Background: an optimization exercise with open tools, aiming at small area, a short achievable clock period and few clock cycles. Do not read the settings as production practice.
Function was checked by simulation only, so behaviour that the tests miss may differ from the original.

==> inputs of run B <==
==> flow/design.v <==
package ejd_pkg;
  localparam int PENDING_DEPTH = 16;
  localparam int ACTIVE_DEPTH  = 16;
  localparam int ID_WIDTH      = 16;
  localparam int QUEUE_DEPTH   = 2;
  localparam int TYPE_W     = 32;
  localparam int DONE_W     = 16;
  localparam int JOB_ID_W   = 16;
  localparam int CMD_W      = 2;
  localparam int STATUS_W   = 3;
  localparam int OP_W       = 2;
  localparam int PEND_IDX_W = $clog2(PENDING_DEPTH);
  localparam int PEND_CNT_W = $clog2(PENDING_DEPTH + 1);
  localparam int ACT_IDX_W  = $clog2(ACTIVE_DEPTH);
  localparam int QPTR_W     = (QUEUE_DEPTH > 1) ? $clog2(QUEUE_DEPTH) : 1;
  localparam int QCNT_W     = $clog2(QUEUE_DEPTH + 1);
  localparam logic [CMD_W-1:0] CMD_SCHED = 2'd0;
  localparam logic [CMD_W-1:0] CMD_DISP  = 2'd1;
  localparam logic [CMD_W-1:0] CMD_DONE  = 2'd2;
  localparam logic [CMD_W-1:0] CMD_NOP   = 2'd3;
  localparam logic [OP_W-1:0] OP_SCHED = 2'd0;
  localparam logic [OP_W-1:0] OP_DISP  = 2'd1;
  localparam logic [OP_W-1:0] OP_DONE  = 2'd2;
  localparam logic [OP_W-1:0] OP_NOP   = 2'd3;
  localparam logic [STATUS_W-1:0] STAT_OK         = 3'd0;
  localparam logic [STATUS_W-1:0] STAT_DISABLED   = 3'd1;
  localparam logic [STATUS_W-1:0] STAT_FULL       = 3'd2;
  localparam logic [STATUS_W-1:0] STAT_NONE       = 3'd3;
  localparam logic [STATUS_W-1:0] STAT_NOT_ACTIVE = 3'd4;
  typedef struct packed {
    logic [CMD_W-1:0]  cmd;
    logic [TYPE_W-1:0] job_type;
    logic              exclusive;
    logic [DONE_W-1:0] done_id;
  } req_t;
  typedef struct packed {
    logic [STATUS_W-1:0] status;
    logic [JOB_ID_W-1:0] job_id;
    logic [TYPE_W-1:0]   out_type;
  } rsp_t;
  typedef struct packed {
    logic [OP_W-1:0]   op;
    logic [TYPE_W-1:0] job_type;
    logic              exclusive;
    logic [DONE_W-1:0] done_id;
  } op_t;
  typedef struct packed {
    logic              excl;
    logic [TYPE_W-1:0] jtype;
  } pend_type_t;
endpackage
module ejd_front (
  input  logic          push,
  output logic          full,
  input  ejd_pkg::req_t req,
  output logic          q_valid,
  output ejd_pkg::op_t  q_data,
  input  logic          q_ready
);
  assign full              = !q_ready;
  assign q_valid           = push;
  assign q_data.op         = req.cmd;
  assign q_data.job_type   = req.job_type;
  assign q_data.exclusive  = req.exclusive;
  assign q_data.done_id    = req.done_id;
endmodule
module ejd_back (
  input  logic          clk,
  input  logic          rst,
  input  logic          q_valid,
  input  ejd_pkg::op_t  q_data,
  output logic          q_ready,
  input  logic          cfg_valid,
  output logic          cfg_ready,
  input  logic          cfg_data,
  output logic          empty,
  input  logic          pop,
  output ejd_pkg::rsp_t rsp
);
  localparam int PD = ejd_pkg::PENDING_DEPTH;
  localparam int AD = ejd_pkg::ACTIVE_DEPTH;
  localparam int TW = ejd_pkg::TYPE_W;
  localparam int IW = ejd_pkg::ID_WIDTH;
  localparam int NO = PD * (PD - 1) / 2;
  logic                   enable;
  logic [IW-1:0]          next_id;
  logic                   out_valid;   
  ejd_pkg::rsp_t          out_rsp;
  logic                   busy;        
  logic                   st2;        
  logic                   slow;       
  logic [IW-1:0]          slow_id;    
  logic [AD-1:0]          slow_hit;   
  logic                   slow_any;   
  logic [PD-1:0]          pv;
  logic [PD-1:0]          pex;
  logic [PD-1:0]          elig;       
  logic [PD-1:0]          maybe_hit;  
  logic [PD-1:0]          wrapped;    
  logic [PD-1:0][IW-1:0]  pid;
  logic [PD-1:0][TW-1:0]  pty;
  logic [NO-1:0]          older;      
  logic [NO-1:0]          peq;        
  logic [PD-1:0][AD-1:0]  mt;         
  logic [AD-1:0]          av;
  logic [AD-1:0][IW-1:0]  aid;
  logic [AD-1:0][TW-1:0]  aty;
  logic                   stall;
  logic                   stall_nx;
  logic                   slow_nx;
  logic                   commit;
  logic                   is_sched, is_disp, is_done;
  logic                   sched_go, disp_go, done_go, wrap_go;
  logic [PD-1:0]          pick;
  logic                   found;
  logic                   pick_wrapped;
  logic [IW-1:0]          pick_id;
  logic [TW-1:0]          pick_type;
  logic [IW-1:0]          look_id;
  logic [AD-1:0]          id_eq;      
  logic [AD-1:0]          dhit;       
  logic [AD-1:0]          hitv;
  logic                   anyhit;
  logic [AD-1:0]          afree;      
  logic [AD-1:0]          afree_nx;
  logic                   anyfree;
  logic [AD-1:0]          slot;
  logic                   disp_ok;
  logic                   done_ok;
  logic [AD-1:0]          kill;
  logic [PD-1:0]          pfree;      
  logic [PD-1:0]          pfree_nx;
  logic                   pfull;
  logic                   sched_ok;
  logic [AD-1:0]          newrow;
  logic [PD-1:0]          newpeq;
  logic [PD-1:0]          newcol;
  logic                   new_blk;
  logic [PD-1:0]          elig_nx;
  logic [IW-1:0]          id_inc;
  ejd_pkg::rsp_t          res;
  assign cfg_ready = 1'b1;
  assign empty     = !out_valid;
  assign rsp       = out_rsp;
  assign id_inc    = next_id + 1'b1;
  assign is_sched  = (q_data.op == ejd_pkg::OP_SCHED);
  assign is_disp   = (q_data.op == ejd_pkg::OP_DISP);
  assign is_done   = (q_data.op == ejd_pkg::OP_DONE);
  assign q_ready   = (!out_valid || pop) && !busy;
  assign commit    = q_valid && q_ready;
  always_comb begin
    for (int i = 0; i < PD; i++) begin
      logic beat;
      beat = 1'b0;
      for (int k = 0; k < PD; k++) begin
        if (k < i) begin
          beat = beat | (elig[k] && older[k * (2 * PD - k - 1) / 2 + (i - k - 1)]);
        end else if (k > i) begin
          beat = beat | (elig[k] && !older[i * (2 * PD - i - 1) / 2 + (k - i - 1)]);
        end
      end
      pick[i] = elig[i] && !beat;
    end
    found = |elig;
  end
  always_comb begin
    pick_id      = '0;
    pick_type    = '0;
    pick_wrapped = 1'b0;
    for (int i = 0; i < PD; i++) begin
      pick_id      = pick_id   | (pid[i] & {IW{pick[i]}});
      pick_type    = pick_type | (pty[i] & {TW{pick[i]}});
      pick_wrapped = pick_wrapped | (pick[i] && wrapped[i]);
    end
  end
  always_comb begin
    look_id = st2 ? slow_id : next_id;
    for (int j = 0; j < AD; j++) begin
      id_eq[j] = av[j] && (aid[j] == look_id);
      dhit[j]  = av[j] && (aid[j] == q_data.done_id);
    end
  end
  always_comb begin
    anyfree = !(&av);
    hitv    = slow ? slow_hit : '0;
    anyhit  = slow && slow_any;
    slot    = anyhit ? hitv : afree;
    disp_ok = found && (anyhit || anyfree);
  end
  assign done_ok = (q_data.done_id != '0) && |dhit;
  assign pfull    = &pv;
  assign sched_ok = enable && !pfull;
  always_comb begin
    logic [PD-1:0] pu;
    logic [AD-1:0] au;
    logic          seen;
    pu   = pv | pfree;
    seen = 1'b0;
    for (int i = 0; i < PD; i++) begin
      pfree_nx[i] = !pu[i] && !seen;
      seen        = seen | !pu[i];
    end
    if (!sched_go) begin
      pfree_nx = (disp_go && pfull) ? pick : pfree;
    end
    au   = av | afree;
    seen = 1'b0;
    for (int j = 0; j < AD; j++) begin
      afree_nx[j] = !au[j] && !seen;
      seen        = seen | !au[j];
    end
    if (!(disp_go && !anyhit)) begin
      afree_nx = (done_go && !anyfree) ? dhit : afree;
    end
  end
  assign sched_go = commit && is_sched && sched_ok;
  assign disp_go  = commit && is_disp && disp_ok;
  assign done_go  = commit && is_done && done_ok;
  assign wrap_go  = sched_go && (id_inc == '0);
  always_comb begin
    for (int j = 0; j < AD; j++) begin
      newrow[j] = (q_data.job_type == aty[j]);
    end
    new_blk = |(newrow & av);
    for (int i = 0; i < PD; i++) begin
      newpeq[i] = (q_data.job_type == pty[i]);
    end
    for (int i = 0; i < PD; i++) begin
      logic c;
      c = 1'b0;
      for (int p = 0; p < PD; p++) begin
        if (p < i) begin
          c = c | (pick[p] && peq[p * (2 * PD - p - 1) / 2 + (i - p - 1)]);
        end else if (p > i) begin
          c = c | (pick[p] && peq[i * (2 * PD - i - 1) / 2 + (p - i - 1)]);
        end
      end
      newcol[i] = c;
    end
  end
  always_comb begin
    kill = '0;
    if (done_go) begin
      kill = dhit;
    end else if (disp_go) begin
      kill = hitv;
    end
    for (int i = 0; i < PD; i++) begin
      if (sched_go && pfree[i]) begin
        elig_nx[i] = !(q_data.exclusive && new_blk);
      end else if (disp_go && pick[i]) begin
        elig_nx[i] = 1'b0;
      end else begin
        elig_nx[i] = pv[i] && !(pex[i] && |(mt[i] & av & ~kill)) && !(pex[i] && disp_go && newcol[i]);
      end
    end
  end
  always_comb begin
    res = '0;
    unique case (q_data.op)
      ejd_pkg::OP_SCHED: begin
        if (!enable) begin
          res.status = ejd_pkg::STAT_DISABLED;
        end else if (pfull) begin
          res.status = ejd_pkg::STAT_FULL;
        end else begin
          res.status = ejd_pkg::STAT_OK;
          res.job_id = next_id;
        end
      end
      ejd_pkg::OP_DISP: begin
        if (disp_ok) begin
          res.status   = ejd_pkg::STAT_OK;
          res.job_id   = pick_id;
          res.out_type = pick_type;
        end else begin
          res.status = ejd_pkg::STAT_NONE;
        end
      end
      ejd_pkg::OP_DONE: begin
        res.status = done_ok ? ejd_pkg::STAT_OK : ejd_pkg::STAT_NOT_ACTIVE;
      end
      default: begin
        res.status = ejd_pkg::STAT_OK;
      end
    endcase
  end
  always_comb begin
    if (st2) begin
      slow_nx = 1'b1;
    end else if (commit) begin
      slow_nx = 1'b0;
    end else begin
      slow_nx = slow;
    end
    stall_nx = !stall && !st2 && !slow_nx && (
                 |((elig | ((done_go || (disp_go && anyhit)) ? pv : '0)) & maybe_hit) ||
                 (sched_go && |id_eq) ||
                 (disp_go && |(pv & wrapped)));
  end
  always_ff @(posedge clk) begin
    if (rst) begin
      enable    <= 1'b0;
      next_id   <= IW'(1);
      out_valid <= 1'b0;
      stall     <= 1'b0;
      st2       <= 1'b0;
      busy      <= 1'b0;
      slow      <= 1'b0;
      pv        <= '0;
      elig      <= '0;
      av        <= '0;
      pfree     <= PD'(1);
      afree     <= AD'(1);
    end else begin
      if (cfg_valid) begin
        enable <= cfg_data;
      end
      if (commit) begin
        out_valid <= 1'b1;
      end else if (pop) begin
        out_valid <= 1'b0;
      end
      slow     <= slow_nx;
      stall    <= stall_nx;
      st2      <= stall;
      busy     <= stall_nx || stall;
      if (commit) begin
        elig <= elig_nx;
      end
      pfree <= pfree_nx;
      afree <= afree_nx;
      if (sched_go) begin
        pv      <= pv | pfree;
        next_id <= (id_inc == '0) ? IW'(1) : id_inc;
      end
      if (disp_go) begin
        pv <= pv & ~pick;
        av <= av | slot;
      end
      if (done_go) begin
        av <= av & ~dhit;
      end
    end
  end
  always_ff @(posedge clk) begin
    if (commit) begin
      out_rsp <= res;
    end
    if (stall) begin
      slow_id <= pick_id;
    end
    if (st2) begin
      slow_hit <= id_eq;
      slow_any <= |id_eq;
    end
    if (wrap_go) begin
      wrapped <= wrapped | pv;
    end
    for (int i = 0; i < PD; i++) begin
      if (pfree[i]) begin
        pid[i]       <= next_id;
        pex[i]       <= q_data.exclusive;
        pty[i]       <= q_data.job_type;
        mt[i]        <= newrow;
        maybe_hit[i] <= |id_eq;
        wrapped[i]   <= wrap_go;
      end
    end
    for (int a = 0; a < PD; a++) begin
      for (int b = a + 1; b < PD; b++) begin
        if (pfree[b]) begin
          older[a * (2 * PD - a - 1) / 2 + (b - a - 1)] <= 1'b1;
          peq[a * (2 * PD - a - 1) / 2 + (b - a - 1)]   <= newpeq[a];
        end
        if (pfree[a]) begin
          older[a * (2 * PD - a - 1) / 2 + (b - a - 1)] <= 1'b0;
          peq[a * (2 * PD - a - 1) / 2 + (b - a - 1)]   <= newpeq[b];
        end
      end
    end
    for (int j = 0; j < AD; j++) begin
      if (afree[j] || (hitv[j] && commit && is_disp && found)) begin
        aid[j] <= pick_id;
        aty[j] <= pick_type;
        for (int i = 0; i < PD; i++) begin
          mt[i][j] <= newcol[i];
        end
      end
    end
    if (disp_go) begin
      for (int i = 0; i < PD; i++) begin
        if (pick_wrapped || wrapped[i]) begin
          maybe_hit[i] <= 1'b1;
        end
      end
    end
  end
endmodule
module exclusive_type_job_dispatcher_top (
  input  logic          clk,
  input  logic          rst,
  input  logic          push,
  output logic          full,
  input  ejd_pkg::req_t req,
  output logic          empty,
  input  logic          pop,
  output ejd_pkg::rsp_t rsp,
  input  logic          cfg_valid,
  output logic          cfg_ready,
  input  logic          cfg_data
);
  logic         q_valid;
  ejd_pkg::op_t q_data;
  logic         q_ready;
  ejd_front u_front (
    .push    (push),
    .full    (full),
    .req     (req),
    .q_valid (q_valid),
    .q_data  (q_data),
    .q_ready (q_ready)
  );
  ejd_back u_back (
    .clk       (clk),
    .rst       (rst),
    .q_valid   (q_valid),
    .q_data    (q_data),
    .q_ready   (q_ready),
    .cfg_valid (cfg_valid),
    .cfg_ready (cfg_ready),
    .cfg_data  (cfg_data),
    .empty     (empty),
    .pop       (pop),
    .rsp       (rsp)
  );
endmodule
==> flow/run.sh <==
#!/bin/bash
# synth_recipe.tcl (not shown) runs the flow's synth.tcl, then flattens the netlist and writes it again
# the make line also repeats each setting of config.mk as NAME=value (left out here)
make -C /OpenROAD-flow-scripts/flow DESIGN_CONFIG=/design/flow/config.mk WORK_HOME=/design/flow/orfs CLKGATE_MAP_FILE= SYNTH_SCRIPT=/design/flow/synth_recipe.tcl finish
==> flow/config.mk <==
export PLATFORM = sky130hd
export DESIGN_NAME = exclusive_type_job_dispatcher_top
export DESIGN_NICKNAME = exclusive_type_job_dispatcher_top
export VERILOG_FILES = /design/flow/design.v
export SDC_FILE = /design/flow/constraint.sdc
export NUM_CORES = 4
export LEC_CHECK = 0
export CAP_MARGIN = 20
export CORE_MARGIN = 2
export CORE_UTILIZATION = 55
export PLACE_DENSITY = 0.65
export SETUP_SLACK_MARGIN = 4.0
export SLEW_MARGIN = 20
export TNS_END_PERCENT = 5
==> flow/constraint.sdc <==
create_clock -name core_clock -period 7.0 [get_ports {clk}]
set_input_delay 1.4000 -clock core_clock [delete_from_list [all_inputs] [get_ports {clk}]]
set_output_delay 1.4000 -clock core_clock [all_outputs]
set_load 0.01 [all_outputs]
==> inputs of run M, as changes to run B <==
--- a/flow/design.v
+++ b/flow/design.v
@@ -88,2 +88,4 @@
   ejd_pkg::rsp_t          out_rsp;
+  logic                   sk_valid;    
+  ejd_pkg::rsp_t          sk_rsp;
   logic                   busy;        
@@ -110,2 +112,3 @@
   logic                   slow_nx;
+  logic                   sk_nx;
   logic                   commit;
@@ -119,4 +122,3 @@
   logic [IW-1:0]          look_id;
-  logic [AD-1:0]          id_eq;      
-  logic [AD-1:0]          dhit;       
+  logic [AD-1:0]          id_eq;
   logic [AD-1:0]          hitv;
@@ -148,4 +150,4 @@
   assign is_done   = (q_data.op == ejd_pkg::OP_DONE);
-  assign q_ready   = (!out_valid || pop) && !busy;
-  assign commit    = q_valid && q_ready;
+  assign q_ready   = !busy;
+  assign commit    = q_valid && !busy;
   always_comb begin
@@ -176,6 +178,11 @@
   always_comb begin
-    look_id = st2 ? slow_id : next_id;
+    if (st2) begin
+      look_id = slow_id;
+    end else if (is_done) begin
+      look_id = q_data.done_id;
+    end else begin
+      look_id = next_id;
+    end
     for (int j = 0; j < AD; j++) begin
       id_eq[j] = av[j] && (aid[j] == look_id);
-      dhit[j]  = av[j] && (aid[j] == q_data.done_id);
     end
@@ -189,3 +196,3 @@
   end
-  assign done_ok = (q_data.done_id != '0) && |dhit;
+  assign done_ok = (q_data.done_id != '0) && |id_eq;
   assign pfull    = &pv;
@@ -212,3 +219,3 @@
     if (!(disp_go && !anyhit)) begin
-      afree_nx = (done_go && !anyfree) ? dhit : afree;
+      afree_nx = (done_go && !anyfree) ? id_eq : afree;
     end
@@ -243,3 +250,3 @@
     if (done_go) begin
-      kill = dhit;
+      kill = id_eq;
     end else if (disp_go) begin
@@ -299,2 +306,3 @@
                  (disp_go && |(pv & wrapped)));
+    sk_nx = (commit && out_valid && !pop) || (sk_valid && !pop);
   end
@@ -305,2 +313,3 @@
       out_valid <= 1'b0;
+      sk_valid  <= 1'b0;
       stall     <= 1'b0;
@@ -318,3 +327,3 @@
       end
-      if (commit) begin
+      if (commit || sk_valid) begin
         out_valid <= 1'b1;
@@ -323,2 +332,3 @@
       end
+      sk_valid <= sk_nx;
       slow     <= slow_nx;
@@ -326,3 +336,3 @@
       st2      <= stall;
-      busy     <= stall_nx || stall;
+      busy     <= stall_nx || stall || sk_nx;
       if (commit) begin
@@ -341,3 +351,3 @@
       if (done_go) begin
-        av <= av & ~dhit;
+        av <= av & ~id_eq;
       end
@@ -346,5 +356,12 @@
   always_ff @(posedge clk) begin
-    if (commit) begin
+    if (sk_valid) begin
+      if (pop) begin
+        out_rsp <= sk_rsp;
+      end
+    end else if (commit && (!out_valid || pop)) begin
       out_rsp <= res;
     end
+    if (commit && out_valid && !pop) begin
+      sk_rsp <= res;
+    end
     if (stall) begin
==> impl_results.md <==
- Outcome: timing/DRC/antenna clean
- Met1 WL: 157 mm
- Met2 usage: 63.8%
- Worst r2r src: u_back.elig[8]
- Vias in the first global route: 72,800
-- figures above: run B

==> impl_results.md <==
- Outcome: timing/DRC/antenna clean
- Met2 usage: 59.9%
- Worst r2r src: u_back.elig[12]
- Vias in the first global route: 70,200
- Met1 WL: 146 mm
-- figures above: run M

Testbench counts of run B, summed over its fixed seeds: cycles 8,008.
Testbench counts of run M, summed over its fixed seeds: cycles 8,008.

[afterwards: timing with drivers on the ports]
The flow's constraints put no driver on any port. The routed layouts listed below were extracted and timed again, unchanged, in two steps. Step 1, drivers: a clkbuf_16 drives clk and a buf_2 each remaining input, both assumed. Step 2, shift: input delay + t, output delay - t, t = (earliest + latest rising clock arrival at the registers) / 2. This alone moves slack from input paths to output paths. Three values: no drivers, after step 1, after step 2; two values: the first two.
run	t, ns	slack for setup (ns)	worst setup path at the end	worst slew at a driven data input, ns	cell pins on the clock port's net
run B	0.970	3.343 / 3.317 / 2.346	input to register	0.26	1
run M	0.974	2.955 / 2.955 / 2.046	input to register	0.09	1
After both steps setup and hold are still met in every run listed. For run B, which loses most, drivers alone change the setup slack by -0.026 ns; drivers and shift together by -0.997 ns.
